What follows belongs to an exercise in optimizing a design on an open flow for small area, a short achievable clock period and few clock cycles per item; a production flow would make more cautious choices. At most, simulation tests tie the RTL to the original design; equivalence was not proved. For runs 2 and 3, only the layout was checked, not whether the RTL still works. No activity file was given, so power comes from the tool's default toggle rates.

File: flow/run.sh
#!/bin/bash
# synth_recipe.tcl (not shown) runs the flow's synth.tcl, then flattens the netlist and writes it again
# the make line also repeats each setting of config.mk as NAME=value (left out here)
make -C /OpenROAD-flow-scripts/flow DESIGN_CONFIG=/design/flow/config.mk WORK_HOME=/design/flow/orfs CLKGATE_MAP_FILE= SYNTH_SCRIPT=/design/flow/synth_recipe.tcl finish
File: flow/design.v
module lz77_stream_encoder #(
  parameter int DATA_WIDTH = 8,
  parameter int DICT_DEPTH = 512,
  parameter int DICT_LOG   = 9,
  parameter int MAX_LEN    = 65,
  parameter int LEN_WIDTH  = 7
) (
  input  logic                  clk,
  input  logic                  rst_n,
  input  logic                  in_valid,
  output logic                  in_ready,
  input  logic [DATA_WIDTH-1:0] in_data,
  input  logic                  in_last,
  output logic                  out_valid,
  input  logic                  out_ready,
  output logic [LEN_WIDTH-1:0]  out_len,
  output logic [DICT_LOG-1:0]   out_dist,
  output logic [DATA_WIDTH-1:0] out_literal,
  output logic                  out_last
);
  localparam int TW     = LEN_WIDTH + DICT_LOG + DATA_WIDTH + 1;   
  localparam int FDEPTH = 4;                                        
  logic [DATA_WIDTH-1:0] H [DICT_DEPTH];
  logic [DICT_LOG-1:0]   cnt;
  logic                  full;
  logic                  accept;
  assign accept = in_valid & in_ready & rst_n;
  always_ff @(posedge clk) begin
    if (accept) begin
      H[0] <= in_data;
      for (int i = 1; i < DICT_DEPTH; i++) H[i] <= H[i-1];
    end
  end
  localparam int LO_W = 4;
  localparam int HI_N = DICT_DEPTH >> LO_W;
  logic [DICT_LOG:0]     fc_nx;     
  logic [HI_N-1:0]       hi_gt, hi_eq;
  logic [(1<<LO_W)-1:0]  lo_gt;
  logic [DICT_DEPTH-1:0] vld;
  always_comb begin
    fc_nx = {full, cnt};
    if (!rst_n)                 fc_nx = '0;
    else if (accept && in_last) fc_nx = '0;    
    else if (accept && !full)   fc_nx = {full, cnt} + 1'b1;
  end
  always_ff @(posedge clk) begin
    {full, cnt} <= fc_nx;
    for (int j = 0; j < HI_N; j++) begin
      hi_gt[j] <= fc_nx[DICT_LOG] | (fc_nx[DICT_LOG-1:LO_W] > (DICT_LOG-LO_W)'(j));
      hi_eq[j] <= ~fc_nx[DICT_LOG] & (fc_nx[DICT_LOG-1:LO_W] == (DICT_LOG-LO_W)'(j));
    end
    for (int k = 0; k < (1<<LO_W); k++) lo_gt[k] <= fc_nx[LO_W-1:0] > LO_W'(k);
  end
  always_comb begin
    for (int i = 0; i < DICT_DEPTH; i++)
      vld[i] = hi_gt[i >> LO_W] | (hi_eq[i >> LO_W] & lo_gt[i & ((1<<LO_W)-1)]);
  end
  logic [DICT_DEPTH-1:0] Ec;        
  logic [DICT_DEPTH-1:0] E;         
  logic                  v1, l1;
  logic [DATA_WIDTH-1:0] x1;
  always_comb begin
    for (int i = 0; i < DICT_DEPTH; i++) Ec[i] = ~accept | (vld[i] & (H[i] == in_data));
  end
  always_ff @(posedge clk) begin
    E  <= Ec;
    l1 <= in_last;
    x1 <= in_data;
  end
  always_ff @(posedge clk) begin
    if (!rst_n) v1 <= 1'b0;
    else        v1 <= accept;
  end
  localparam int GS = 32;
  localparam int NG = DICT_DEPTH / GS;
  logic [DICT_DEPTH-1:0] A, A_nx, pq;
  logic [NG-1:0]         gp, gq;
  logic                  r;
  logic [LEN_WIDTH-1:0]  L;
  logic                  lt_max;    
  logic                  any_hit, ext, emit;
  assign A_nx    = E & (A | {DICT_DEPTH{r}});
  assign pq      = Ec & A_nx;
  assign any_hit = r ? (|gq) : (|gp);
  assign ext     = v1 & ~l1 & lt_max & any_hit;
  assign emit    = v1 & ~ext;
  always_ff @(posedge clk) begin
    A <= A_nx;
    for (int g = 0; g < NG; g++) begin
      gp[g] <= |pq[g*GS +: GS];
      gq[g] <= |Ec[g*GS +: GS];
    end
  end
  always_ff @(posedge clk) begin
    if (!rst_n) begin
      r      <= 1'b1;
      L      <= '0;
      lt_max <= 1'b1;
    end else if (v1) begin
      r      <= ~ext;
      L      <= ext ? L + 1'b1 : '0;
      lt_max <= ext ? (L != LEN_WIDTH'(MAX_LEN - 1)) : 1'b1;
    end
  end
  localparam int PS   = 32;
  localparam int PLOG = 5;
  localparam int NP   = DICT_DEPTH / PS;
  localparam int NLOG = DICT_LOG - PLOG;
  logic [NP-1:0]   pz;                
  logic [PLOG-1:0] plo [NP];          
  always_ff @(posedge clk) begin
    for (int g = 0; g < NP; g++) begin
      pz[g]  <= |A[g*PS +: PS];
      plo[g] <= '0;
      for (int j = PS - 1; j >= 0; j--) if (A[g*PS + j]) plo[g] <= PLOG'(j);
    end
  end
  logic [DICT_LOG-1:0] dsel;
  logic [NP-1:0]       pfirst;          
  always_comb begin
    dsel = '0;
    for (int g = 0; g < NP; g++) begin
      pfirst[g] = pz[g] & ~(|(pz & ((NP'(1) << g) - 1'b1)));
      dsel = dsel | ({NLOG'(g), plo[g]} & {DICT_LOG{pfirst[g]}});
    end
  end
  logic                  tv, tz, tlast;
  logic [LEN_WIDTH-1:0]  tlen;
  logic [DATA_WIDTH-1:0] tlit;
  always_ff @(posedge clk) begin
    tlen  <= L;
    tz    <= r;
    tlit  <= x1;
    tlast <= l1;
  end
  always_ff @(posedge clk) begin
    if (!rst_n) tv <= 1'b0;
    else        tv <= emit;
  end
  logic [TW-1:0] tok;
  assign tok = {tlen, tz ? DICT_LOG'(0) : dsel, tlit, tlast};
  logic [TW-1:0]     fq [1:FDEPTH-1];
  logic [TW-1:0]     out_q;
  logic [FDEPTH:0]   occ;          
  logic [FDEPTH:0]   occ_nx;
  logic [FDEPTH-1:0] wr;           
  logic              pop;
  logic              h_tok, h_nxt, h_hold;
  logic [2:0]        ocount;
  logic [2:0]        base;         
  assign pop = out_valid & out_ready;
  always_comb begin
    for (int k = 0; k < FDEPTH; k++) wr[k] = tv & (pop ? occ[k+1] : occ[k]);
    case ({tv, pop})
      2'b10:   occ_nx = occ << 1;
      2'b01:   occ_nx = occ >> 1;
      default: occ_nx = occ;
    endcase
    ocount = '0;
    for (int k = 0; k <= FDEPTH; k++) if (occ[k]) ocount = 3'(k);
  end
  assign h_tok  = wr[0];
  assign h_nxt  = pop & ~wr[0];
  assign h_hold = ~pop & ~wr[0];
  always_ff @(posedge clk) begin
    for (int k = 1; k < FDEPTH; k++) begin
      if (wr[k]) fq[k] <= tok;
      else if (pop && k + 1 < FDEPTH) fq[k] <= fq[k + 1];
    end
    out_q <= ({TW{h_tok}} & tok) | ({TW{h_nxt}} & fq[1]) | ({TW{h_hold}} & out_q);
  end
  assign base = 3'(v1) + 3'(tv) + ocount;
  always_ff @(posedge clk) begin
    if (!rst_n) begin
      occ       <= (FDEPTH+1)'(1);
      out_valid <= 1'b0;
      in_ready  <= 1'b0;
    end else begin
      occ       <= occ_nx;
      out_valid <= ~occ_nx[0];
      case ({accept, pop})
        2'b10:   in_ready <= base < 3'(FDEPTH - 1);
        2'b01:   in_ready <= base < 3'(FDEPTH + 1);
        default: in_ready <= base < 3'(FDEPTH);
      endcase
    end
  end
  assign {out_len, out_dist, out_literal, out_last} = out_q;
endmodule
File: flow/config.mk
export PLATFORM = sky130hd
export DESIGN_NAME = lz77_stream_encoder
export DESIGN_NICKNAME = lz77_stream_encoder
export VERILOG_FILES = /design/flow/design.v
export SDC_FILE = /design/flow/constraint.sdc
export NUM_CORES = 4
export LEC_CHECK = 0
export ABC_CLOCK_PERIOD_IN_PS = 2500
export CAP_MARGIN = 20
export CORE_MARGIN = 2
export CORE_UTILIZATION = 65
export CTS_CLUSTER_DIAMETER = 100
export CTS_CLUSTER_SIZE = 25
export SETUP_SLACK_MARGIN = 3.8
export SLEW_MARGIN = 20
File: flow/constraint.sdc
create_clock -name core_clock -period 6.5 [get_ports {clk}]
set_input_delay 1.3000 -clock core_clock [delete_from_list [all_inputs] [get_ports {clk}]]
set_output_delay 1.3000 -clock core_clock [all_outputs]
set_load 0.01 [all_outputs]
==> results_dict.tcl, run 1 <==
set metrics [dict create \
    synthMuxAreaShare_pct 0.189 \
    max_slew_margin_pct 11.5 \
    final_common_cell "edfxtp_1" \
    wl_um 637000 \
    r2r_slack_ns 3.71 \
    drtAntennaViolNets 0 \
    io_buffer_count 39 \
    hold_viol 0 \
    timing.rr.end "gp[2]" \
    synth_fa_ha_area_share_pct 0.0536 \
    synth_compound_area_share_pct 4.86 \
    gr-max-usage-layer "met2" \
    ys_async_sr_fraction_pct 0 \
    clock_skew_ns 0.0422 \
    met3_usage_pct 5.42 \
    final_nets 16591 \
    cts_root_buffer "clkbuf_16" \
    path_cells "buf_6" \
    clock_sinks 5480 \
    hold_end "tlit[4]" \
    ys_warn_count 4 \
    cts_tree "built" \
    arrival_ns 1.55 \
    dpl_cell_area_mm2 0.230 \
    die-area_mm2 0.350 \
    dr.pass1.iters 7 \
    timing.final.crit_share_pct 43.9 \
    outcome "finished clean" \
    drive_gt1_share_pct 6.45 \
    synth_area_leaders "edfxtp_1 56%, dfxtp_1 12%, xor2_1 11%, xnor2_1 4.8%, nand4_1 2.0%" \
    hold_class "flip-flop to flip-flop" \
    layout_common_cells "4171 x edfxtp_1, 2892 x xor2_1, 1259 x dfxtp_1" \
    min_period_ns 2.85 \
    syn_avg_cell_area_um2 13.6 \
    crit_path_max_incr_delay_ns 0.43 \
    hold_start "x1[4]" \
    ys_ff_latch 5480 \
    syn_nets 16496 \
    synth_top_family_by_area "XOR/XNOR gates" \
    place_hpwl_um 386000 \
    worst_r2r_path_depth 8 \
    tightest_slew_ns 1.29 \
    drv_slew 0 \
    core_area_mm2 0.343 \
    path_max_fanout 2 \
    gp_congestion 0.952 \
    met2_usage_pct 55.4 \
    holdPathStages 0 \
    numCtsBuffers 241 \
    io_pins 40 \
    grt_pass1_vias 133256 \
    yosys.cell_types.count 75 \
    gr-total-overflow 0 \
    power.density_mw_per_mm2 249 \
    dp.cells 20648 \
    p_leak_uw 0.0653 \
    dpl_worst_slack_ns 1.71 \
    max_freq_mhz 350 \
    crit_path_top_delay_cell "dfxtp_4" \
    grtUsageTotal_pct 34.9 \
    finalSetupTns_ns 0 \
    syn_inst 16474 \
    clock_path_buffers 4 \
    htree_num_levels 4 \
    vias 137626 \
    vias_per_cell 6.44 \
    synth.cell_area_mm2 0.224 \
    synth-xor-area-share_pct 16.1 \
    grt_max_degree 191 \
    r2r-start "lo_gt[7]" \
    yosys.area.top_type_share_pct 55.9 \
    die_x_um 591 \
    crit_family "flip-flops" \
    remaining_drc_errors 0 \
    critPathKind "flip-flop to output pin" \
    area_growth_pct 8.25 \
    critPathRequiredTime_ns 5.20 \
    cts_hold_buf 0 \
    finalNonFillerCells 21358 \
    worstSkewPairLatency_ns 1.01 \
    rsz0062_at_grt "yes" \
    synth_edf_count 4171 \
    drt-initial-drc-count 17373 \
    setup_slack_ns 3.65 \
    setup_violations 0 \
    cp-end-kind "output pin" \
    power_uw 60400 \
    grt_first_pass_wirelength_um 899000 \
    cp_num_buf_inv 1 \
    initial_core_util_pct 65.3 \
    die_h_um 591 \
    yosys.area.top_type "edfxtp_1" \
    grtUsageMet1_pct 48.4 \
    routedWlPerCell_um 29.8 \
    stdcell_area_mm2 0.243 \
    clk_pin_slew_worst_paths_ns 0.10 \
    seq_area_frac_synth_pct 67.6 \
    maxCapViolCount 0 \
    antenna_found_initial 34 \
    rows 215 \
    synth-simple-area-share_pct 8.40 \
    startpoint_type "flip-flop" \
    synth_top_flop_cell "edfxtp_1" \
    ir_drop_mv 0.316 \
]
==> how the worst max path moves through the flow <==
stage / slack (ns) / depth (start not counted) / start / endpoint
global placement: 1.69 / 9 / rst_n / gp[1]
detailed placement: 1.71 / 9 / rst_n / gp[1]
floorplan: -6.48 / 10 / rst_n / in_ready
CTS: 3.57 / 1 / in_ready / in_ready
finish: 3.65 / 1 / in_ready / in_ready
global route: 3.62 / 1 / in_ready / in_ready
==> metrics by stage <==
| step | utilization (%) | hold slack [ns] |
|---|---|---|
| finish | 70.7 | 0.338 |
| global route | 70.7 | 0.345 |
| CTS | 70.1 | 0.336 |
| detailed placement | 67.1 | 0.313 |
| global placement | 67.1 | 0.312 |
| floorplan | - | 0.310 |
==> state kept, by name, indices dropped and copies added (netlist names), 5 cells and up <==
signal / flops
hi_eq: 32
tlen: 7
x1: 8
fq: 75
occ: 5
E: 512
out_q: 25
A: 512
cnt: 8
gp: 16
pz: 16
lo_gt: 15
H: 4096
plo: 80
gq: 16
tlit: 8
L: 7
hi_gt: 32
==> routing by layer <==
layer  up-vias  wire [um]
met3      1228      60900
met1     69792     248000
li1      59579          -
met5         -        100
met2      7013     296000
met4        14      32100
==> cell type report <==
type                    count  area [um2]
flip-flops and latches   5480      152000
fillers                 23062      100000
multi-input cells        9633       67200
repair buffers            600        8730
clock buffers             443        6850
well taps                4557        5700
inverters                 609        2320
clock inverters            10         124
repair inverters            4        73.8
diodes                     22        55.1
==> Yosys cell counts (all sizes together), types with 13 or more instances <==
cell	number
a22o	26
mux2	35
and3	13
nand2b	20
nor2b	38
o22a	20
clkbuf	266
xnor2	1218
a22oi	69
a21oi	631
nand4	734
a221o	18
nor4	723
edfxtp	4171
a221oi	28
o21ai	575
o21a	34
o31ai	52
buf	487
o221ai	36
a211oi	35
and2	14
a2111oi	37
dfxtp	1309
nor2	510
o21bai	29
o22ai	196
xor2	2893
inv	606
or4	41
nand3	184
nand2	710
nor3	583
==> cells by family (layout without fill, tap and decap cells) <==
logic type      Yosys count  in the layout
flops                  5480           5480
xor+xnor               4111           4111
simple gates           3626           3627
compound gates         1848           1848
buf+inv                1362           1666
mux                      38             38
fa+ha+maj                 9              9
other cells               0             22
==> power by group <==
group          internal (uW)  switching, uW
Sequential             37900            462
Clock                   7240          10900
Combinational           1420           2530
Total                  46600          13900
==> what timing repair did <==
item / in CTS / in global routing
gates cloned: 46 / 36
pin swaps: 21 / 18
setup buffers: 76 / 77
setup endpoints to repair: 4798 / 1519
resized for setup: 386 / 169
Testbench counts, summed over its fixed seeds: cycles 24,032, items 24,000.
==> run 2, diff against run 1 <==
--- a/flow/design.v
+++ b/flow/design.v
@@ -24,7 +24,9 @@
   logic [DICT_LOG-1:0]   cnt;
   logic                  full;
   logic                  accept;
-  assign accept = in_valid & in_ready & rst_n;
+  logic rdy, rdy_o, rdy_nx;
+  assign in_ready = rdy_o;
+  assign accept   = in_valid & rdy & rst_n;
   always_ff @(posedge clk) begin
     if (accept) begin
       H[0] <= in_data;
@@ -76,12 +78,13 @@
   logic [DICT_DEPTH-1:0] A, A_nx, pq;
   logic [NG-1:0]         gp, gq;
   logic                  r;
+  logic                  r_hit;     
   logic [LEN_WIDTH-1:0]  L;
   logic                  lt_max;    
   logic                  any_hit, ext, emit;
   assign A_nx    = E & (A | {DICT_DEPTH{r}});
   assign pq      = Ec & A_nx;
-  assign any_hit = r ? (|gq) : (|gp);
+  assign any_hit = r_hit ? (|gq) : (|gp);
   assign ext     = v1 & ~l1 & lt_max & any_hit;
   assign emit    = v1 & ~ext;
   always_ff @(posedge clk) begin
@@ -101,6 +104,7 @@
       L      <= ext ? L + 1'b1 : '0;
       lt_max <= ext ? (L != LEN_WIDTH'(MAX_LEN - 1)) : 1'b1;
     end
+    r_hit <= ~rst_n | (v1 & ~ext) | (~v1 & r_hit);
   end
   localparam int PS   = 32;
   localparam int PLOG = 5;
@@ -170,20 +174,24 @@
     out_q <= ({TW{h_tok}} & tok) | ({TW{h_nxt}} & fq[1]) | ({TW{h_hold}} & out_q);
   end
   assign base = 3'(v1) + 3'(tv) + ocount;
+  always_comb begin
+    case ({accept, pop})
+      2'b10:   rdy_nx = base < 3'(FDEPTH - 1);
+      2'b01:   rdy_nx = base < 3'(FDEPTH + 1);
+      default: rdy_nx = base < 3'(FDEPTH);
+    endcase
+  end
   always_ff @(posedge clk) begin
     if (!rst_n) begin
       occ       <= (FDEPTH+1)'(1);
       out_valid <= 1'b0;
-      in_ready  <= 1'b0;
+      rdy       <= 1'b1;           
     end else begin
       occ       <= occ_nx;
       out_valid <= ~occ_nx[0];
-      case ({accept, pop})
-        2'b10:   in_ready <= base < 3'(FDEPTH - 1);
-        2'b01:   in_ready <= base < 3'(FDEPTH + 1);
-        default: in_ready <= base < 3'(FDEPTH);
-      endcase
+      rdy       <= rdy_nx;
     end
+    rdy_o <= ~rst_n | rdy_nx;   
   end
   assign {out_len, out_dist, out_literal, out_last} = out_q;
 endmodule
==> flow/flow/run.sh (new file) <==
#!/bin/bash
# Layout flow: the standard ORFS flow (standard.sh), unchanged except for the clock tree
# synthesis arguments: sinks clustered 25 at a time within 100 um, and tree buffers spaced
# at most 200 um apart, which gives a shorter clock insertion delay for this design.
# The whole make output is kept in standard.log in this folder.
set -euo pipefail
CTS="-sink_clustering_enable -repair_clock_nets -sink_clustering_size 25 -sink_clustering_max_diameter 100 -distance_between_buffers 200"
bash standard.sh "CTS_ARGS=$CTS" finish > standard.log 2>&1
==> flow/standard.sh (new file) <==
#!/bin/bash
# synth_recipe.tcl (not shown) runs the flow's synth.tcl, then flattens the netlist and writes it again
# the make line also repeats each setting of config.mk as NAME=value (left out here)
make -C /OpenROAD-flow-scripts/flow DESIGN_CONFIG=/design/flow/config.mk WORK_HOME=/design/flow/orfs CLKGATE_MAP_FILE= SYNTH_SCRIPT=/design/flow/synth_recipe.tcl "${@:-finish}"
--- a/flow/config.mk
+++ b/flow/config.mk
@@ -5,11 +5,11 @@
 export SDC_FILE = /design/flow/constraint.sdc
 export NUM_CORES = 4
 export LEC_CHECK = 0
-export ABC_CLOCK_PERIOD_IN_PS = 2500
+export ABC_CLOCK_PERIOD_IN_PS = 1500
 export CAP_MARGIN = 20
 export CORE_MARGIN = 2
 export CORE_UTILIZATION = 65
 export CTS_CLUSTER_DIAMETER = 100
 export CTS_CLUSTER_SIZE = 25
-export SETUP_SLACK_MARGIN = 3.8
+export SETUP_SLACK_MARGIN = 3.75
 export SLEW_MARGIN = 20
removed: flow/run.sh
==> results_dict.tcl, run 2 <==
set metrics [dict create \
    ys_ff_latch 5482 \
    io_pins 40 \
    hold_class "flip-flop to flip-flop" \
    max_freq_mhz 320 \
    critPathKind "flip-flop to flip-flop" \
    setup_violations 0 \
    arrival_ns 3.95 \
    drive_gt1_share_pct 7.27 \
    final_common_cell "edfxtp_1" \
    syn_avg_cell_area_um2 13.7 \
    vias_per_cell 6.49 \
    layout_common_cells "4171 x edfxtp_1, 2953 x xor2_1, 1248 x dfxtp_1" \
    cts_hold_buf 0 \
    rows 215 \
    crit_top_cell "nor4_4" \
    final_nets 16636 \
    grt_pass1_vias 134523 \
    violatedChecks "antenna rules" \
    cp-end-kind "flip-flop" \
    timing.final.crit_share_pct 48.1 \
    die-area_mm2 0.350 \
    synth_common_cells "4171 x edfxtp_1, 2957 x xor2_1, 1311 x dfxtp_1, 1152 x xnor2_1, 717 x nor4_1" \
    area_growth_pct 8.74 \
    syn_nets 16447 \
    io_buffer_count 39 \
    antenna_found_initial 51 \
    path_cells "nor4_4 > nand4_1 > nor4_4 > o41ai_4 > nand2_2 > nor2_1" \
    synth_top_flop_cell "edfxtp_1" \
    worstSkewPairLatency_ns 0.95 \
    hold_viol 0 \
    place_hpwl_um 389000 \
    cp_num_buf_inv 0 \
    synth.cell_area_mm2 0.225 \
    grt_max_degree 190 \
    syn_inst 16425 \
    largest_reg_flops 4096 \
    routedWlPerCell_um 30.6 \
    drt-initial-drc-count 18965 \
    yosys.cell_types.count 74 \
    yosys.area.top_type "edfxtp_1" \
    cts_root_buffer "clkbuf_16" \
    ir_drop_mv 0.324 \
    synth_edf_count 4171 \
    rsz0062_at_grt "yes" \
    grtUsageTotal_pct 35.8 \
    grt_first_pass_wirelength_um 917000 \
    min_period_ns 3.12 \
    clock_sinks 5482 \
    regMostFlops "H" \
    crit_family "simple AND/OR/NAND/NOR gates" \
    gp_congestion 0.991 \
    dr.pass1.iters 8 \
    outcome "finished with violations" \
    die_h_um 592 \
    numCtsBuffers 241 \
    ys_async_sr_fraction_pct 0 \
    maxCapViolCount 0 \
    crit_path_top_delay_cell "nor4_4" \
    clk_pin_slew_worst_paths_ns 0.10 \
    ys_warn_count 4 \
    seq_area_frac_synth_pct 67.4 \
    clock_path_buffers 4 \
    crit_path_max_incr_delay_ns 0.82 \
    remaining_drc_errors 0 \
    vias 139112 \
    synth_area_leaders "edfxtp_1 56%, dfxtp_1 12%, xor2_1 12%, xnor2_1 4.5%, nor4_1 2.0%" \
    core_area_mm2 0.344 \
    critPathRequiredTime_ns 7.33 \
    power.density_mw_per_mm2 253 \
    clock_skew_ns 0.0464 \
    drtAntennaViolNets 1 \
    die_x_um 592 \
    cts_tree "built" \
    yosys.area.top_type_share_pct 55.7 \
    wl_um 656000 \
    dpl_cell_area_mm2 0.230 \
    tightest_slew_ns 1.29 \
    p_leak_uw 0.0685 \
    drv_slew 0 \
    gr-total-overflow 0 \
    initial_core_util_pct 65.4 \
    startpoint_type "flip-flop" \
    synth.most_common_cell "edfxtp_1" \
    stdcell_area_mm2 0.244 \
    max_slew_margin_pct 14.3 \
    path_max_fanout 4 \
    htree_num_levels 4 \
    finalSetupTns_ns 0 \
    top_regs "H: 4096 flops, A: 512 flops, E: 512 flops" \
]
[run 2: changes by cell type after synthesis, sizes merged, moves of 22 or more]
cell | before | now
nor2 | 510 | 444
xnor2 | 1218 | 1152
xor2 | 2893 | 2957
nand4 | 734 | 690
or4 | 41 | 75
nand2 | 710 | 678
nand2b | 20 | 47
o21a | 34 | 56
[run 2: metal layers]
metal | track usage (%) | vias up | share of wire [%]
li1 | - | 59688 | -
met1 | 47.7 | 70061 | 37
met2 | 56.7 | 7844 | 47
met3 | 6.32 | 1481 | 10
met4 | 18.5 | 38 | 6.0
met5 | 0 | - | 0.037
[run 2: timing repair]
action / CTS / global route
gates resized for setup: 451 / 286
setup endpoints to repair: 3694 / 2075
gates cloned: 59 / 38
pin swaps: 30 / 65
buffers inserted: 138 / 116
[run 2: cell families after synthesis]
family / synth area share, %
adders and majority gates: 0.0535
xor gates and xnor gates: 16.0
AOI/OAI and AO/OA: 4.96
and+or+nand+nor: 8.30
muxes: 0.184
buffers and inverters: 3.05
DFF: 67.4
[run 2: final timing paths]
path / to / cells past startpoint / startpoint / slack [ns]
setup reg to reg: L[0] / 6 / gq[0] / 3.38
hold reg to reg: tlit[4] / 0 / x1[4] / 0.34
setup / recovery: L[0] / 6 / gq[0] / 3.38
hold / removal: tlit[4] / 0 / x1[4] / 0.34
[run 2: area by class of cell]
cell class,instances,area [um2]
well taps,4557,5700
repair buffers,697,10100
fillers,22722,99200
clock inverters,5,58.8
flip-flops and latches,5482,152000
multi-input cells,9593,67400
repair inverters,2,17.5
inverters,597,2260
diodes,43,108
clock buffers,451,6980
[run 2: where the power goes]
group / internal, uW / switching (uW) / total, uW
Clock: 7310 / 10800 / 18100
Sequential: 38300 / 687 / 39000
Combinational: 1650 / 3060 / 4710
[run 2: worst register-to-register path, stage by stage (launching register included)]
cell     delay (ns)
dfxtp_4        0.40
nor4_4         0.82
nand4_1        0.80
nor4_4         0.60
o41ai_4        0.15
nand2_2        0.20
nor2_1         0.07
[run 2: metrics by stage]
stage | utilization [%] | setup WS, ns | std cells | power, uW | hold slack, ns
floorplan | - | -6.43 | 16425 | 43000 | 0.310
finish | 71.1 | 3.38 | 21427 | 61800 | 0.336
detailed placement | 66.9 | 1.47 | 20577 | 43700 | 0.312
global placement | 66.8 | 1.46 | 20574 | 43600 | 0.310
CTS | 70.3 | 3.44 | 21230 | 61500 | 0.335
global route | 71.1 | 3.49 | 21386 | 63300 | 0.342
==> run 3, diff against run 2 <==
--- a/flow/design.v
+++ b/flow/design.v
@@ -36,7 +36,8 @@
   localparam int LO_W = 4;
   localparam int HI_N = DICT_DEPTH >> LO_W;
   logic [DICT_LOG:0]     fc_nx;     
-  logic [HI_N-1:0]       hi_gt, hi_eq;
+  logic [HI_N-1:0]       hi_gt;
+  logic [HI_N-1:0]       hi_prev;   
   logic [(1<<LO_W)-1:0]  lo_gt;
   logic [DICT_DEPTH-1:0] vld;
   always_comb begin
@@ -49,20 +50,24 @@
     {full, cnt} <= fc_nx;
     for (int j = 0; j < HI_N; j++) begin
       hi_gt[j] <= fc_nx[DICT_LOG] | (fc_nx[DICT_LOG-1:LO_W] > (DICT_LOG-LO_W)'(j));
-      hi_eq[j] <= ~fc_nx[DICT_LOG] & (fc_nx[DICT_LOG-1:LO_W] == (DICT_LOG-LO_W)'(j));
     end
     for (int k = 0; k < (1<<LO_W); k++) lo_gt[k] <= fc_nx[LO_W-1:0] > LO_W'(k);
   end
+  assign hi_prev = {hi_gt[HI_N-2:0], 1'b1};
   always_comb begin
     for (int i = 0; i < DICT_DEPTH; i++)
-      vld[i] = hi_gt[i >> LO_W] | (hi_eq[i >> LO_W] & lo_gt[i & ((1<<LO_W)-1)]);
+      vld[i] = hi_gt[i >> LO_W] | (hi_prev[i >> LO_W] & lo_gt[i & ((1<<LO_W)-1)]);
   end
   logic [DICT_DEPTH-1:0] Ec;        
   logic [DICT_DEPTH-1:0] E;         
   logic                  v1, l1;
   logic [DATA_WIDTH-1:0] x1;
-  always_comb begin
-    for (int i = 0; i < DICT_DEPTH; i++) Ec[i] = ~accept | (vld[i] & (H[i] == in_data));
+  logic [DICT_DEPTH-1:0] eq;        
+  always_comb begin
+    for (int i = 0; i < DICT_DEPTH; i++) begin
+      eq[i] = H[i] == in_data;
+      Ec[i] = ~accept | (vld[i] & eq[i]);
+    end
   end
   always_ff @(posedge clk) begin
     E  <= Ec;
@@ -73,25 +78,24 @@
     if (!rst_n) v1 <= 1'b0;
     else        v1 <= accept;
   end
-  localparam int GS = 32;
+  localparam int GS = 64;
   localparam int NG = DICT_DEPTH / GS;
   logic [DICT_DEPTH-1:0] A, A_nx, pq;
   logic [NG-1:0]         gp, gq;
   logic                  r;
-  logic                  r_hit;     
   logic [LEN_WIDTH-1:0]  L;
   logic                  lt_max;    
   logic                  any_hit, ext, emit;
   assign A_nx    = E & (A | {DICT_DEPTH{r}});
-  assign pq      = Ec & A_nx;
-  assign any_hit = r_hit ? (|gq) : (|gp);
+  assign pq      = eq & A_nx;
+  assign any_hit = r ? (|gq) : (|gp);
   assign ext     = v1 & ~l1 & lt_max & any_hit;
   assign emit    = v1 & ~ext;
   always_ff @(posedge clk) begin
     A <= A_nx;
     for (int g = 0; g < NG; g++) begin
       gp[g] <= |pq[g*GS +: GS];
-      gq[g] <= |Ec[g*GS +: GS];
+      gq[g] <= |(vld[g*GS +: GS] & eq[g*GS +: GS]);
     end
   end
   always_ff @(posedge clk) begin
@@ -104,10 +108,9 @@
       L      <= ext ? L + 1'b1 : '0;
       lt_max <= ext ? (L != LEN_WIDTH'(MAX_LEN - 1)) : 1'b1;
     end
-    r_hit <= ~rst_n | (v1 & ~ext) | (~v1 & r_hit);
-  end
-  localparam int PS   = 32;
-  localparam int PLOG = 5;
+  end
+  localparam int PS   = 64;
+  localparam int PLOG = 6;
   localparam int NP   = DICT_DEPTH / PS;
   localparam int NLOG = DICT_LOG - PLOG;
   logic [NP-1:0]   pz;                
==> flow/run.sh (new file) <==
#!/bin/bash
# synth_recipe.tcl (not shown) runs the flow's synth.tcl, then flattens the netlist and writes it again
# the make line also repeats each setting of config.mk as NAME=value (left out here)
make -C /OpenROAD-flow-scripts/flow DESIGN_CONFIG=/design/flow/config.mk WORK_HOME=/design/flow/orfs CLKGATE_MAP_FILE= SYNTH_SCRIPT=/design/flow/synth_recipe.tcl finish
--- a/flow/config.mk
+++ b/flow/config.mk
@@ -5,11 +5,11 @@
 export SDC_FILE = /design/flow/constraint.sdc
 export NUM_CORES = 4
 export LEC_CHECK = 0
-export ABC_CLOCK_PERIOD_IN_PS = 1500
+export ABC_CLOCK_PERIOD_IN_PS = 2500
 export CAP_MARGIN = 20
 export CORE_MARGIN = 2
 export CORE_UTILIZATION = 65
 export CTS_CLUSTER_DIAMETER = 100
 export CTS_CLUSTER_SIZE = 25
-export SETUP_SLACK_MARGIN = 3.75
+export SETUP_SLACK_MARGIN = 3.8
 export SLEW_MARGIN = 20
removed: flow/flow/run.sh
removed: flow/standard.sh
==> results_dict.tcl, run 3 <==
set metrics [dict create \
    numCtsBuffers 239 \
    synth-xor-area-share_pct 16.2 \
    synth.cell_area_mm2 0.223 \
    path_max_fanout 119 \
    drv_slew 0 \
    power.density_mw_per_mm2 255 \
    stdcell_area_mm2 0.239 \
    p_clk_share_pct 29.4 \
    hold_class "flip-flop to flip-flop" \
    maxCapViolCount 0 \
    gr-total-overflow 0 \
    finalSetupTns_ns 0 \
    yosys.area.top_type "edfxtp_1" \
    cts_root_buffer "clkbuf_16" \
    grt_max_degree 146 \
    ir_drop_mv 0.315 \
    place_hpwl_um 398000 \
    gp_congestion 0.977 \
    ys_ff_latch 5393 \
    drtAntennaViolNets 0 \
    outcome "finished clean" \
    area_growth_pct 7.28 \
    timing.final.crit_share_pct 45.5 \
    synth_top_family_by_area "XOR/XNOR gates" \
    n_fill_cell 22841 \
    synth_compound_area_share_pct 5.54 \
    switching_power_uw 14200 \
    die_x_um 589 \
    largest_reg_flops 4096 \
    syn_avg_cell_area_um2 13.9 \
    synth_fa_ha_area_share_pct 0.0540 \
    initial_core_util_pct 65.4 \
    setup_slack_ns 3.54 \
    yosys.area.top_type_share_pct 56.3 \
    hold_start "x1[4]" \
    max_freq_mhz 338 \
    hold_viol 0 \
    path_cells "buf_12 > o21ai_0 > nor3_1 > a2111oi_2 > nand4_1 > nor3_1 > nand4_1" \
    wl_um 613000 \
    power_frac_comb_pct 7.5 \
    p_leak_uw 0.0658 \
    setup_violations 0 \
    grtUsageTotal_pct 34.6 \
    cts_tree "built" \
    vias 132364 \
    regMostFlops "H" \
    die_h_um 589 \
    seq_area_frac_synth_pct 67.3 \
    core_area_mm2 0.340 \
    syn_inst 16048 \
    io_buffer_count 39 \
    cp-end-kind "flip-flop" \
    dpl_worst_slack_ns 1.70 \
    worstSkewPairLatency_ns 1.01 \
    clock_skew_ns 0.0457 \
    final_nets 16093 \
    drive_gt1_share_pct 6.05 \
    critPathKind "flip-flop to flip-flop" \
    synth-simple-area-share_pct 8.58 \
    power_uw 60800 \
    arrival_ns 3.71 \
    rows 214 \
    drt-initial-drc-count 17329 \
    crit_family "simple AND/OR/NAND/NOR gates" \
    crit_path_top_delay_cell "dfxtp_4" \
    layout_common_cells "4171 x edfxtp_1, 3799 x xnor2_1, 1177 x dfxtp_1" \
    p_seq_share_pct 63.1 \
    rsz0062_at_grt "yes" \
    min_period_ns 2.96 \
    synth.most_common_cell "edfxtp_1" \
    die-area_mm2 0.347 \
    synthMuxAreaShare_pct 0.171 \
    routedWlPerCell_um 29.4 \
    ys_async_sr_fraction_pct 0 \
    cp-startpoint "r" \
    vias_per_cell 6.35 \
    cp_num_buf_inv 1 \
    synth_top_flop_cell "edfxtp_1" \
    synth_common_cells "4171 x edfxtp_1, 3799 x xnor2_1, 1222 x dfxtp_1, 1067 x nand4_1, 1001 x nand2_1" \
    startpoint_type "flip-flop" \
    tightest_slew_ns 1.27 \
    remaining_drc_errors 0 \
    max_slew_margin_pct 14.5 \
    antenna_found_initial 35 \
    grt_first_pass_wirelength_um 884000 \
    ys_warn_count 4 \
    io_pins 40 \
    critPathRequiredTime_ns 7.25 \
    syn_nets 16070 \
    clk_pin_slew_worst_paths_ns 0.10 \
    clock_sinks 5393 \
    dpl_cell_area_mm2 0.229 \
    internal_power_uw 46700 \
    dr.pass1.iters 7 \
    synth_edf_count 4171 \
    htree_num_levels 4 \
    synth_area_leaders "edfxtp_1 56%, xnor2_1 15%, dfxtp_1 11%, nand4_1 3.0%, nand2_1 1.7%" \
    yosys.cell_types.count 86 \
    top_regs "H: 4096 flops, A: 512 flops, E: 512 flops" \
    grt_pass1_vias 128382 \
    final_common_cell "edfxtp_1" \
    clock_path_buffers 4 \
    r2r-start "r" \
    crit_path_max_incr_delay_ns 0.51 \
    swShare_pct 23.3 \
]
==> run 3: cell families after synthesis <==
group                      Yosys count
AOI/OAI and AO/OA                 1818
DFF                               5393
muxes                               34
buffers and inverters              892
xor gates and xnor gates          4114
and+or+nand+nor                   3788
adders and majority gates            9
==> run 3: metrics by stage <==
| stage | hold slack [ns] | std cells | util, % |
|---|---|---|---|
| 3_5_place_dp | 0.315 | 20268 | 67.2 |
| 5_1_grt | 0.345 | 20822 | 70.2 |
| 4_1_cts | 0.334 | 20775 | 69.8 |
| 3_3_place_gp | 0.312 | 20260 | 67.2 |
| 2_1_floorplan | 0.310 | 16048 | - |
| 6_report | 0.331 | 20838 | 70.2 |
==> run 3: power groups by stage <==
stage | clock network [uW] | logic [uW] | registers, uW
detailed placement | 0 | 4180 | 39100
CTS | 18000 | 4430 | 38400
global placement | 0 | 4060 | 39100
global route | 19100 | 4830 | 38500
floorplan | 0 | 2990 | 39500
finish | 17900 | 4540 | 38400
==> run 3: timing repair <==
item                                    4_1_cts  5_1_grt
hold buffers                                  0        0
endpoints found under the setup margin     4808      123
hold endpoints to repair                      0        0
gates resized for setup                     313       89
buffers inserted                             24       32
pin swaps                                     6       10
cloned                                       30       12
==> run 3: worst register-to-register path: cells and delay by family, from the launching register on <==
kind | cells | cell delay, ns
buffers and inverters | 1 | 0.28
AND/OR/NAND/NOR | 4 | 0.94
AO/OA/AOI/OAI | 2 | 1.01
flip-flops | 1 | 0.51
==> run 3: layout make-up <==
class | instances | area (um2) | share of cell area, %
well taps | 4536 | 5680 | 2.38
repair buffers | 521 | 6980 | 2.92
flip-flops and latches | 5393 | 150000 | 62.8
clock buffers | 441 | 6850 | 2.87
multi-input cells | 9763 | 68600 | 28.7
repair inverters | 3 | 31.3 | 0.0131
inverters | 150 | 579 | 0.243
clock inverters | 12 | 148 | 0.0618
diodes | 19 | 47.5 | 0.0199
==> run 3: path summary, 6_finish.rpt <==
kind             end  slack (ns)  cells past startpoint
max            gp[5]        3.54                      7
min          tlit[4]        0.33                      0
max reg2reg    gp[5]        3.54                      7
min reg2reg  tlit[4]        0.33                      0
==> run 3: per-layer routing <==
| metal | track usage (%) | routed length (um) |
|---|---|---|
| met5 | 0 | 75 |
| met3 | 5.01 | 54100 |
| met1 | 49.9 | 249000 |
| met4 | 13.9 | 29800 |
| met2 | 53.6 | 280000 |
==> run 4, diff against run 3 <==
--- a/flow/design.v
+++ b/flow/design.v
@@ -78,7 +78,7 @@
     if (!rst_n) v1 <= 1'b0;
     else        v1 <= accept;
   end
-  localparam int GS = 64;
+  localparam int GS = 32;
   localparam int NG = DICT_DEPTH / GS;
   logic [DICT_DEPTH-1:0] A, A_nx, pq;
   logic [NG-1:0]         gp, gq;
==> results_dict.tcl, run 4 <==
set metrics [dict create \
    synth.cell_area_mm2 0.224 \
    cp_num_buf_inv 3 \
    die_h_um 592 \
    hold-worst-slack_ns 0.334 \
    synth_top_flop_cell "edfxtp_1" \
    numCtsBuffers 238 \
    yosys.area.top_type_share_pct 55.8 \
    finalNonFillerCells 20926 \
    drive_gt1_share_pct 6.51 \
    syn_avg_cell_area_um2 14.0 \
    rsz0062_at_grt "yes" \
    critPathKind "primary input to flip-flop" \
    place_hpwl_um 361000 \
    cts_hold_buf 0 \
    layout_common_cells "4171 x edfxtp_1, 2808 x xor2_1, 1302 x xnor2_1" \
    tightest_slew_ns 1.09 \
    timing.final.crit_share_pct 44.2 \
    rows 215 \
    io_pins 40 \
    core_area_mm2 0.343 \
    clock_sinks 5409 \
    ys_async_sr_fraction_pct 0 \
    wl_um 602000 \
    crit_family "simple AND/OR/NAND/NOR gates" \
    ir_drop_mv 0.288 \
    die_x_um 592 \
    die-area_mm2 0.350 \
    top_regs "H: 4096 flops, A: 512 flops, E: 512 flops" \
    setup_violations 0 \
    clk_pin_slew_worst_paths_ns 0.10 \
    p_leak_uw 0.0653 \
    final_common_cell "edfxtp_1" \
    power.density_mw_per_mm2 253 \
    yosys.cell_types.count 93 \
    largest_reg_flops 4096 \
    grt_first_pass_wirelength_um 847000 \
    cts_tree "built" \
    seq_area_frac_synth_pct 66.9 \
    finalCoreUtilization_pct 69.9 \
    min_period_ns 2.88 \
    ys_warn_count 4 \
    worst_r2r_path_depth 10 \
    drv_slew 0 \
    ys_ff_latch 5409 \
    arrival_ns 3.75 \
    path_cells "buf_16 > buf_4 > buf_8 > xnor2_1 > nand4_1 > or3_1 > o21ai_0 > or4_1 > or4_1" \
    syn_nets 16060 \
    gp_congestion 0.928 \
    hold_class "flip-flop to flip-flop" \
    final_nets 16172 \
    max_slew_margin_pct 26.5 \
    startpoint_type "primary input" \
    grt_pass1_vias 127376 \
    finalSetupTns_ns 0 \
    vias_per_cell 6.33 \
    syn_inst 16038 \
    synth_edf_count 4171 \
    crit_path_max_incr_delay_ns 0.54 \
    max_freq_mhz 348 \
    io_buffer_count 39 \
    initial_core_util_pct 65.4 \
    stdcell_area_mm2 0.240 \
    dr.pass1.iters 9 \
    synth.most_common_cell "edfxtp_1" \
    worstSkewPairLatency_ns 1.00 \
    regMostFlops "H" \
    grtUsageTotal_pct 32.7 \
    critPathRequiredTime_ns 7.38 \
    cp-end-kind "flip-flop" \
    outcome "finished clean" \
    synth_area_leaders "edfxtp_1 56%, dfxtp_1 11%, xor2_1 11%, xnor2_1 5.1%, nor4_1 2.4%" \
    remaining_drc_errors 0 \
    vias 132526 \
    maxCapViolCount 0 \
    yosys.area.top_type "edfxtp_1" \
    drtAntennaViolNets 0 \
    routedWlPerCell_um 28.8 \
    clock_skew_ns 0.0328 \
    antenna_found_initial 26 \
    area_growth_pct 6.98 \
    grt_max_degree 214 \
    synth_common_cells "4171 x edfxtp_1, 2808 x xor2_1, 1302 x xnor2_1, 1238 x dfxtp_1, 877 x nor4_1" \
    path_depth 9 \
    dp.cells 20240 \
    crit_path_top_delay_cell "or4_1" \
    clock_path_buffers 4 \
    crit_top_cell "or4_1" \
    hold_viol 0 \
    path_max_fanout 16 \
    htree_num_levels 4 \
    gr-total-overflow 0 \
    cts_root_buffer "clkbuf_16" \
    holdPathStages 0 \
    dpl_cell_area_mm2 0.228 \
    drt-initial-drc-count 17339 \
]
## run 4: changes by cell type in the layout (fill, tap and decap cells not counted), moves of 165 or more
cell,change
a21oi_1,+165
a22oi_1,-235
inv_1,+209
nand2_1,-270
nand4_1,-711
nor2_1,-312
nor4_1,+655
o21a_1,-210
o21ai_0,+646
o22ai_1,+184
xnor2_1,-2497
xor2_1,+2498
## run 4: what timing repair did
action,CTS,global route
buffers inserted,41,95
pin swaps,13,12
cloned,46,43
endpoints found under the setup margin,4678,1449
resized for setup,340,151
## run 4: logic make-up after synthesis
logic type | share of synthesized area, %
simple gates | 7.29
buf+inv | 3.53
flops | 66.9
compound gates | 6.04
xor+xnor | 16.1
mux | 0.174
fa+ha+maj | 0.0535
## run 4: path summary, 6_finish.rpt
path,from,endpoint,slack [ns]
max,in_data[4],gq[6],3.62
min,x1[3],tlit[3],0.33
max reg2reg,r,L[5],3.65
min reg2reg,x1[3],tlit[3],0.33
## run 4: cell type report
type	instances	area [um2]
Multi-Input combinational cell	9534	67000
Tap cell	4557	5700
Inverter	359	1360
Sequential cell	5409	150000
Timing Repair Buffer	605	8970
Fill cell	23388	103000
Timing Repair inverter	3	28.8
Antenna cell	17	42.5
Clock buffer	437	6810
Clock inverter	5	48.8
## run 4: stage by stage
step,power (uW),worst slack (ns)
global placement,43000,1.83
floorplan,42600,-6.30
finish,60800,3.62
global route,62400,3.58
CTS,60700,3.59
detailed placement,43100,1.85
## run 4: power breakdown
group | internal [uW] | leakage [uW] | switching, uW | total [uW]
registers | 37800 | 0.0372 | 618 | 38400
logic | 1660 | 0.0249 | 2890 | 4550
clock network | 7150 | 0.00325 | 10700 | 17800
## run 4: per-layer routing
metal  part of all wire, %  wire [um]  track usage, %
met1                    41     246000            46.7
met2                    46     279000            51.9
met3                   8.5      51300            4.60
met4                   4.1      24600            11.4
met5                 0.021        128               0
Testbench counts of run 4, summed over its fixed seeds: cycles 24,024, items 24,000.
==> run 5, diff against run 4 <==
--- a/flow/config.mk
+++ b/flow/config.mk
@@ -8,7 +8,7 @@
 export ABC_CLOCK_PERIOD_IN_PS = 2500
 export CAP_MARGIN = 20
 export CORE_MARGIN = 2
-export CORE_UTILIZATION = 65
+export CORE_UTILIZATION = 60
 export CTS_CLUSTER_DIAMETER = 100
 export CTS_CLUSTER_SIZE = 25
 export SETUP_SLACK_MARGIN = 3.8
==> results_dict.tcl, run 5 <==
set metrics [dict create \
    outcome "finished clean" \
    gp_congestion 0.902 \
    core_area_mm2 0.372 \
    antenna_found_initial 23 \
    crit_path_max_incr_delay_ns 0.53 \
    path_cells "buf_16 > buf_6 > buf_12 > xor2_1 > nor4_1 > nand2_1 > o21ai_1 > or4_1 > nor4_1 > nand3_1" \
    syn_nets 16060 \
    ys_warn_count 4 \
    finalCoreUtilization_pct 64.3 \
    vias 130324 \
    synth.cell_area_mm2 0.224 \
    top_regs "H: 4096 flops, A: 512 flops, E: 512 flops" \
    clock_sinks 5409 \
    cts_root_buffer "clkbuf_16" \
    synth_edf_count 4171 \
    max_slew_margin_pct 10.6 \
    setup_violations 0 \
    synth_common_cells "4171 x edfxtp_1, 2808 x xor2_1, 1302 x xnor2_1, 1238 x dfxtp_1, 877 x nor4_1" \
    ff_latch_area_mm2 0.150 \
    ys_async_sr_fraction_pct 0 \
    hold_viol 0 \
    grt_first_pass_wirelength_um 849000 \
    die_x_um 616 \
    io_buffer_count 39 \
    area_growth_pct 6.57 \
    regMostFlops "H" \
    multi_input_area_mm2 0.0671 \
    ir_drop_mv 0.232 \
    layout_common_cells "4171 x edfxtp_1, 2804 x xor2_1, 1302 x xnor2_1" \
    initial_core_util_pct 60.3 \
    critPathRequiredTime_ns 7.35 \
    remaining_drc_errors 0 \
    p_leak_uw 0.0644 \
    grt_pass1_vias 126383 \
    dpl_cell_area_mm2 0.228 \
    max_freq_mhz 348 \
    cts_hold_buf 0 \
    n_fill_cell 27724 \
    cp_num_buf_inv 3 \
    critPathKind "primary input to flip-flop" \
    maxCapViolCount 0 \
    grtUsageTotal_pct 30.0 \
    die_h_um 616 \
    largest_reg_flops 4096 \
    crit_top_cell "nor4_1" \
    seq_area_frac_synth_pct 66.9 \
    synth.most_common_cell "edfxtp_1" \
    grt_max_degree 195 \
    path_max_fanout 30 \
    yosys.area.top_type_share_pct 55.8 \
    final_nets 16072 \
    yosys.cell_types.count 93 \
    vias_per_cell 6.13 \
    clock_skew_ns 0.0363 \
    synth_area_leaders "edfxtp_1 56%, dfxtp_1 11%, xor2_1 11%, xnor2_1 5.1%, nor4_1 2.4%" \
    drv_slew 0 \
    final_common_cell "edfxtp_1" \
    synth_top_flop_cell "edfxtp_1" \
    syn_avg_cell_area_um2 14.0 \
    tightest_slew_ns 1.34 \
    place_hpwl_um 363000 \
    timing.final.crit_share_pct 44.2 \
    cts_tree "built" \
    hold-worst-slack_ns 0.336 \
    min_period_ns 2.87 \
    power.density_mw_per_mm2 254 \
    arrival_ns 3.72 \
    yosys.area.top_type "edfxtp_1" \
    die-area_mm2 0.379 \
    ys_ff_latch 5409 \
    power_uw 60700 \
    rsz0062_at_grt "yes" \
    wl_um 589000 \
    drt-initial-drc-count 15985 \
    crit_family "simple AND/OR/NAND/NOR gates" \
    numCtsBuffers 238 \
    rows 224 \
    stdcell_area_mm2 0.239 \
    clock_path_buffers 4 \
    hold_class "flip-flop to flip-flop" \
    io_pins 40 \
    worstSkewPairLatency_ns 1.01 \
    crit_path_top_delay_cell "or4_1" \
    routedWlPerCell_um 27.7 \
    syn_inst 16038 \
    htree_num_levels 4 \
    clk_pin_slew_worst_paths_ns 0.10 \
    startpoint_type "primary input" \
    finalSetupTns_ns 0 \
    dr.pass1.iters 8 \
    drtAntennaViolNets 0 \
    gr-total-overflow 0 \
    cp-end-kind "flip-flop" \
    drive_gt1_share_pct 6.07 \
]
-- run 5: cell counts after synthesis --
Identical to the previous run, type by type.
-- run 5: timing repair --
action / 4_1_cts / 5_1_grt
resized for setup: 344 / 122
setup buffers: 39 / 37
setup endpoints to repair: 3874 / 1534
gates cloned: 37 / 26
pin swaps: 22 / 22
-- run 5: cells by family after synthesis --
logic type	after synthesis	synth area share (%)
multiplexers	35	0.174
flip-flops	5409	66.9
adder cells (fa/ha/maj)	9	0.0535
buffers and inverters	1095	3.53
AO/OA/AOI/OAI	2280	6.04
XOR/XNOR	4113	16.1
AND/OR/NAND/NOR	3097	7.29
-- run 5: report_power, final --
group / total [uW] / internal (uW) / switching [uW] / leakage [uW]
clock: 17900 / 7210 / 10700 / 0.00329
combinational: 4340 / 1540 / 2800 / 0.0239
sequential: 38500 / 37800 / 647 / 0.0372
-- run 5: area by class of cell --
class / count / share of cell area (%)
Tap cell: 4972 / 2.60
Clock buffer: 442 / 2.87
Clock inverter: 6 / 0.0225
Inverter: 359 / 0.570
Timing Repair inverter: 3 / 0.0110
Multi-Input combinational cell: 9534 / 28.0
Antenna cell: 15 / 0.0157
Timing Repair Buffer: 505 / 3.07
Sequential cell: 5409 / 62.8
-- run 5: path summary, 6_finish.rpt --
check / slack, ns / start / end / cells past startpoint
worst max-delay path: 3.63 / in_data[0] / gp[15] / 10
worst min register to register: 0.34 / x1[2] / tlit[2] / 0
worst max register to register: 3.68 / r / gp[15] / 8
worst min-delay path: 0.34 / x1[2] / tlit[2] / 0
-- run 5: through the flow --
stage | setup WS (ns) | cells
after floorplan | -6.30 | 16038
after global placement | 1.97 | 20643
after detailed placement | 2.02 | 20643
after CTS | 3.60 | 21167
after global routing | 3.57 | 21234
final | 3.63 | 21245
-- run 5: metal layers --
metal  vias to the layer above  GRT usage (%)  share of wire [%]
met5                         -              0             0.0034
met4                         4           9.86                3.5
met3                       825           3.90                7.5
met2                      5031           46.3                 46
met1                     66462           44.5                 43
li1                      58002              -                  -
==> run 6, diff against run 5 <==
--- a/flow/config.mk
+++ b/flow/config.mk
@@ -8,8 +8,8 @@
 export ABC_CLOCK_PERIOD_IN_PS = 2500
 export CAP_MARGIN = 20
 export CORE_MARGIN = 2
-export CORE_UTILIZATION = 60
+export CORE_UTILIZATION = 65
 export CTS_CLUSTER_DIAMETER = 100
 export CTS_CLUSTER_SIZE = 25
-export SETUP_SLACK_MARGIN = 3.8
+export SETUP_SLACK_MARGIN = 3.9
 export SLEW_MARGIN = 20
==> results_dict.tcl, run 6 <==
set metrics [dict create \
    clock_skew_ns 0.0300 \
    antenna_found_initial 32 \
    largest_reg_flops 4096 \
    routedWlPerCell_um 29.4 \
    rsz0062_at_grt "yes" \
    final_common_cell "edfxtp_1" \
    initial_core_util_pct 65.4 \
    critPathKind "flip-flop to flip-flop" \
    path_cells "buf_12 > nor4b_4 > buf_4 > nand4_1 > nor4_4 > o41ai_4 > nand2_2 > nor2_1" \
    outcome "finished clean" \
    p_leak_uw 0.0672 \
    final_nets 16365 \
    setup_violations 0 \
    hold_class "flip-flop to flip-flop" \
    gr-total-overflow 0 \
    ff_latch_area_mm2 0.150 \
    dr.pass1.iters 7 \
    ys_async_sr_fraction_pct 0 \
    r2r_slack_ns 3.63 \
    syn_inst 16038 \
    stdcell_area_mm2 0.244 \
    max_slew_margin_pct 21.9 \
    drt-initial-drc-count 17342 \
    power_uw 61200 \
    gp_congestion 0.928 \
    crit_path_top_delay_cell "nor4_4" \
    crit_path_max_incr_delay_ns 0.68 \
    vias 134992 \
    timing.final.crit_share_pct 44.1 \
    io_buffer_count 39 \
    worstSetupEndpoint "L[3]" \
    place_hpwl_um 361000 \
    finalCoreUtilization_pct 71.2 \
    io_pins 40 \
    grt_max_degree 214 \
    cts_hold_buf 0 \
    top_regs "H: 4096 flops, A: 512 flops, E: 512 flops" \
    synth_common_cells "4171 x edfxtp_1, 2808 x xor2_1, 1302 x xnor2_1, 1238 x dfxtp_1, 877 x nor4_1" \
    synth.most_common_cell "edfxtp_1" \
    ys_ff_latch 5409 \
    yosys.cell_types.count 93 \
    htree_num_levels 4 \
    syn_avg_cell_area_um2 14.0 \
    yosys.area.top_type "edfxtp_1" \
    power.density_mw_per_mm2 251 \
    synth.cell_area_mm2 0.224 \
    drv_slew 0 \
    max_freq_mhz 349 \
    hold_viol 0 \
    grt_pass1_vias 128178 \
    clock_sinks 5409 \
    startpoint_type "flip-flop" \
    remaining_drc_errors 0 \
    critPathRequiredTime_ns 7.38 \
    ys_warn_count 4 \
    clock_path_buffers 4 \
    n_fill_cell 22896 \
    numCtsBuffers 238 \
    finalSetupTns_ns 0 \
    core_area_mm2 0.343 \
    vias_per_cell 6.39 \
    area_growth_pct 8.86 \
    cp-startpoint "r" \
    path_max_fanout 7 \
    syn_nets 16060 \
    clk_pin_slew_worst_paths_ns 0.10 \
    cts_tree "built" \
    dpl_cell_area_mm2 0.228 \
    drive_gt1_share_pct 8.54 \
    synth_edf_count 4171 \
    synth_area_leaders "edfxtp_1 56%, dfxtp_1 11%, xor2_1 11%, xnor2_1 5.1%, nor4_1 2.4%" \
    yosys.area.top_type_share_pct 55.8 \
    cp-end-kind "flip-flop" \
    layout_common_cells "4171 x edfxtp_1, 2770 x xor2_1, 1295 x xnor2_1" \
    dpl_worst_slack_ns 1.85 \
    cts_root_buffer "clkbuf_16" \
    worst_r2r_path_depth 8 \
    die_x_um 592 \
    setup_slack_ns 3.63 \
    grt_first_pass_wirelength_um 862000 \
    worstSkewPairLatency_ns 1.00 \
    grtUsageTotal_pct 33.4 \
    ir_drop_mv 0.289 \
    r2r-start "r" \
    wl_um 621000 \
    seq_area_frac_synth_pct 66.9 \
    multi_input_area_mm2 0.0681 \
    drtAntennaViolNets 0 \
    die_h_um 592 \
    arrival_ns 3.75 \
    maxCapViolCount 0 \
    rows 215 \
    timing.rr.end "L[3]" \
    die-area_mm2 0.350 \
    synth_top_flop_cell "edfxtp_1" \
    min_period_ns 2.87 \
    tightest_slew_ns 1.16 \
    regMostFlops "H" \
]
run 6: cell types whose count changed in the layout (fill, tap and decap cells not counted), sizes merged:
| cell | before | now |
|---|---|---|
| diode | 15 | 26 |
| buf | 445 | 693 |
| clkbuf | 469 | 492 |
| clkdlybuf4s18 | 0 | 1 |
| bufbuf | 30 | 47 |
| dlygate4sd2 | 1 | 0 |
| clkinvlp | 0 | 1 |
| inv | 363 | 361 |
run 6: per-layer routing:
layer,vias up,global-route usage [%],wire length [um]
met5,-,0,108
met4,18,11.9,26900
met3,1085,4.91,56600
met2,6820,52.9,287000
met1,68403,47.8,250000
li1,58666,-,-
run 6: through the flow:
stage	std cells	hold WS [ns]
after floorplan	16038	0.310
after global placement	20239	0.311
final	21128	0.336
after CTS	20816	0.335
after global routing	21103	0.338
after detailed placement	20240	0.313
run 6: worst max-delay path, delay by kind of cell (launching register included):
kind	cells	cell delay (ns)
AOI/OAI and AO/OA	1	0.12
buffers and inverters	2	0.38
and+or+nand+nor	5	1.70
DFF	1	0.50
run 6: kinds of logic after synthesis:
kind of cell / share of synthesized area [%]
AO/OA/AOI/OAI: 6.04
XOR/XNOR: 16.1
adder cells (fa/ha/maj): 0.0535
buffers and inverters: 3.53
flip-flops: 66.9
multiplexers: 0.174
AND/OR/NAND/NOR: 7.29
run 6: worst min-delay path by stage:
stage                    to  cells after the start  start
finish              tlit[3]                      0  x1[3]
global placement    tlit[5]                      0  x1[5]
detailed placement  tlit[2]                      0  x1[2]
global route        tlit[2]                      0  x1[2]
CTS                 tlit[2]                      0  x1[2]
floorplan           tlit[0]                      0  x1[0]
run 6: final cells by class:
class / instances / area share [%]
Timing Repair inverter: 3 / 0.0118
Clock inverter: 5 / 0.0200
Antenna cell: 26 / 0.0266
Multi-Input combinational cell: 9534 / 27.9
Sequential cell: 5409 / 61.5
Timing Repair Buffer: 798 / 4.93
Clock buffer: 437 / 2.79
Tap cell: 4557 / 2.33
Inverter: 359 / 0.560
run 6: power by group:
| group | internal [uW] | total (uW) | switching [uW] |
|---|---|---|---|
| clock network | 7150 | 17900 | 10700 |
| registers | 37800 | 38400 | 622 |
| logic | 1850 | 4900 | 3040 |
| total | 46800 | 61200 | 14400 |
run 6: what timing repair did:
action                                   CTS  global route
setup buffers                             62           232
gates resized for setup                  425           396
endpoints found under the setup margin  4855           936
pin swaps                                 19           119
cloned                                    72            52
==> run 7, diff against run 6 <==
--- a/flow/design.v
+++ b/flow/design.v
@@ -78,7 +78,7 @@
     if (!rst_n) v1 <= 1'b0;
     else        v1 <= accept;
   end
-  localparam int GS = 32;
+  localparam int GS = 64;
   localparam int NG = DICT_DEPTH / GS;
   logic [DICT_DEPTH-1:0] A, A_nx, pq;
   logic [NG-1:0]         gp, gq;
@@ -109,8 +109,8 @@
       lt_max <= ext ? (L != LEN_WIDTH'(MAX_LEN - 1)) : 1'b1;
     end
   end
-  localparam int PS   = 64;
-  localparam int PLOG = 6;
+  localparam int PS   = 32;
+  localparam int PLOG = 5;
   localparam int NP   = DICT_DEPTH / PS;
   localparam int NLOG = DICT_LOG - PLOG;
   logic [NP-1:0]   pz;                
--- a/flow/config.mk
+++ b/flow/config.mk
@@ -11,5 +11,5 @@
 export CORE_UTILIZATION = 65
 export CTS_CLUSTER_DIAMETER = 100
 export CTS_CLUSTER_SIZE = 25
-export SETUP_SLACK_MARGIN = 3.9
+export SETUP_SLACK_MARGIN = 3.8
 export SLEW_MARGIN = 20
==> results_dict.tcl, run 7 <==
set metrics [dict create \
    drive_gt1_share_pct 5.69 \
    p_leak_uw 0.0659 \
    synth.cell_area_mm2 0.223 \
    critPathKind "flip-flop to flip-flop" \
    numCtsBuffers 239 \
    final_nets 16008 \
    regMostFlops "H" \
    p_seq_share_pct 63.1 \
    yosys.area.top_type "edfxtp_1" \
    rsz0062_at_grt "yes" \
    n_fill_cell 22744 \
    synth_top_flop_cell "edfxtp_1" \
    initial_core_util_pct 65.4 \
    critPathRequiredTime_ns 7.32 \
    internal_power_uw 47000 \
    crit_family "simple AND/OR/NAND/NOR gates" \
    yosys.area.top_type_share_pct 56.3 \
    area_growth_pct 7.63 \
    htree_num_levels 4 \
    cp_num_buf_inv 0 \
    syn_inst 16010 \
    routedWlPerCell_um 29.3 \
    path_cells "nor4_1 > nand2_1 > nor2_2 > o21ai_0 > a31o_2 > o21ai_0" \
    drtAntennaViolNets 0 \
    cp-end-kind "flip-flop" \
    dr.pass1.iters 9 \
    clock_sinks 5434 \
    core_area_mm2 0.340 \
    drt-initial-drc-count 16847 \
    multi_input_area_mm2 0.0683 \
    holdPathStages 0 \
    crit_top_cell "o21ai_0" \
    ff_latch_area_mm2 0.151 \
    die_h_um 589 \
    ys_warn_count 4 \
    hold-worst-slack_ns 0.341 \
    synth_common_cells "4171 x edfxtp_1, 3711 x xnor2_1, 1263 x dfxtp_1, 1047 x nand4_1, 950 x nand2_1" \
    clock_path_buffers 4 \
    syn_avg_cell_area_um2 13.9 \
    swShare_pct 23.1 \
    remaining_drc_errors 0 \
    synthMuxAreaShare_pct 0.175 \
    io_buffer_count 39 \
    grt_first_pass_wirelength_um 875000 \
    timing.final.crit_share_pct 45.8 \
    synth-xor-area-share_pct 16.2 \
    antenna_found_initial 29 \
    crit_path_top_delay_cell "nor4_1" \
    seq_area_frac_synth_pct 67.6 \
    drv_slew 0 \
    worst_r2r_path_depth 6 \
    maxCapViolCount 0 \
    crit_path_max_incr_delay_ns 0.77 \
    power_frac_comb_pct 7.5 \
    vias_per_cell 6.36 \
    synth_area_leaders "edfxtp_1 56%, xnor2_1 15%, dfxtp_1 11%, nand4_1 2.9%, o21a_1 1.7%" \
    final_common_cell "edfxtp_1" \
    grtUsageTotal_pct 34.3 \
    ys_async_sr_fraction_pct 0 \
    die_x_um 589 \
    wl_um 608000 \
    layout_common_cells "4171 x edfxtp_1, 3708 x xnor2_1, 1211 x dfxtp_1" \
    rows 214 \
    max_freq_mhz 336 \
    die-area_mm2 0.347 \
    largest_reg_flops 4096 \
    grt_pass1_vias 128079 \
    vias 131882 \
    gr-total-overflow 0 \
    clk_pin_slew_worst_paths_ns 0.10 \
    power_uw 61100 \
    clock_skew_ns 0.0306 \
    gp_congestion 0.984 \
    io_pins 40 \
    ir_drop_mv 0.303 \
    switching_power_uw 14100 \
    synth_edf_count 4171 \
    yosys.cell_types.count 79 \
    top_regs "H: 4096 flops, A: 512 flops, E: 512 flops" \
    synth_fa_ha_area_share_pct 0.0540 \
    hold_class "flip-flop to flip-flop" \
    p_clk_share_pct 29.4 \
    synth.most_common_cell "edfxtp_1" \
    max_slew_margin_pct 10.9 \
    syn_nets 16032 \
    arrival_ns 3.80 \
    power.density_mw_per_mm2 255 \
    place_hpwl_um 380000 \
    cts_tree "built" \
    hold_viol 0 \
    synth_top_family_by_area "XOR/XNOR gates" \
    synth-simple-area-share_pct 8.58 \
    path_max_fanout 7 \
    finalCoreUtilization_pct 70.4 \
    cts_root_buffer "clkbuf_16" \
    tightest_slew_ns 1.34 \
    finalSetupTns_ns 0 \
    grt_max_degree 194 \
    outcome "finished clean" \
    min_period_ns 2.98 \
    ys_ff_latch 5434 \
    path_depth 6 \
    setup_violations 0 \
    synth_compound_area_share_pct 5.39 \
    startpoint_type "flip-flop" \
    worstSkewPairLatency_ns 1.00 \
]
[run 7: final timing paths]
kind,startpoint,slack (ns),to
setup / recovery,pz[2],3.52,fq[2][16]
hold / removal,x1[2],0.34,tlit[2]
setup reg to reg,pz[2],3.52,fq[2][16]
hold reg to reg,x1[2],0.34,tlit[2]
[run 7: worst reg2reg max path: stages (launching register included)]
cell     delay, ns
dfxtp_2       0.44
nor4_1        0.78
nand2_1       0.29
nor2_2        0.41
o21ai_0       0.23
a31o_2        0.43
o21ai_0       0.23
[run 7: area by class of cell]
class / instances / area share (%)
sequential: 5434 / 62.9
multi-input combinational: 9683 / 28.5
timing repair buffer: 472 / 3.07
clock buffer: 443 / 2.89
tap: 4536 / 2.37
inverter: 153 / 0.247
antenna: 21 / 0.0219
clock inverter: 4 / 0.0178
timing repair inverter: 3 / 0.0120
[run 7: through the flow]
step	std cells	worst slack (ns)	area (um2)
2_1_floorplan	16010	-6.24	223000
3_3_place_gp	20138	1.78	228000
3_5_place_dp	20138	1.80	228000
4_1_cts	20668	3.67	238000
5_1_grt	20730	3.68	240000
6_report	20749	3.52	240000
[run 7: per-layer routing]
metal | global-route usage (%) | part of all wire [%] | up-vias | wire [um]
met5 | 0 | 0.015 | - | 94
met4 | 14.9 | 4.9 | 14 | 29700
met3 | 5.69 | 8.9 | 1168 | 54100
met2 | 53.4 | 46 | 6235 | 280000
met1 | 48.1 | 40 | 66734 | 245000
li1 | - | - | 57731 | -
[run 7: repair_timing]
item | in CTS | in global routing
gates cloned | 60 | 10
buffers inserted | 23 | 50
resized for setup | 365 | 100
pin swaps | 3 | 12
setup endpoints to repair | 4553 | 1643
hold buffers | 0 | 0
[run 7: cell families after synthesis]
group / after synthesis
muxes: 35
adders and majority gates: 9
and+or+nand+nor: 3749
DFF: 5434
buffers and inverters: 893
AOI/OAI and AO/OA: 1778
xor gates and xnor gates: 4112
[run 7: power by group through the flow]
stage / sequential [uW] / combinational [uW] / clock, uW
floorplan: 39800 / 2940 / 0
global placement: 39300 / 3960 / 0
detailed placement: 39300 / 4060 / 0
CTS: 38600 / 4460 / 18100
global route: 38600 / 4860 / 19200
finish: 38600 / 4580 / 18000
Testbench counts of run 7, summed over its fixed seeds: cycles 24,024, items 24,000.

## static timing again, ports no longer ideal
How much do the figures lean on ideal ports? The routed layouts below were timed once more, with nothing changed but the port constraints. Step 1, drivers: a clkbuf_16 drives clk and a buf_2 each remaining input, both assumed. Step 2, shift: input delay + t, output delay - t, t = (earliest + latest rising clock arrival at the registers) / 2. This alone moves slack from input paths to output paths. Slacks: ideal / step 1 / step 2; pairs: ideal / step 1.
| run | t (ns) | setup slack, ns | worst register clock-pin slew, ns |
|---|---|---|---|
| run 1 | 1.103 | 3.646 / 3.426 / 2.323 | 0.11 / 0.11 |
| run 2 | 1.050 | 3.375 / 3.332 / 2.283 | 0.11 / 0.11 |
| run 3 | 1.097 | 3.542 / 3.322 / 2.225 | 0.11 / 0.11 |
| run 4 | 1.090 | 3.625 / 3.275 / 2.185 | 0.11 / 0.11 |
| run 5 | 1.099 | 3.629 / 3.345 / 2.246 | 0.12 / 0.12 |
| run 6 | 1.097 | 3.632 / 3.236 / 2.140 | 0.11 / 0.11 |
| run 7 | 1.091 | 3.524 / 3.373 / 2.283 | 0.11 / 0.11 |
The setup slack of run 6, which loses most, moves by -0.396 ns with the drivers and by -1.492 ns with both steps.
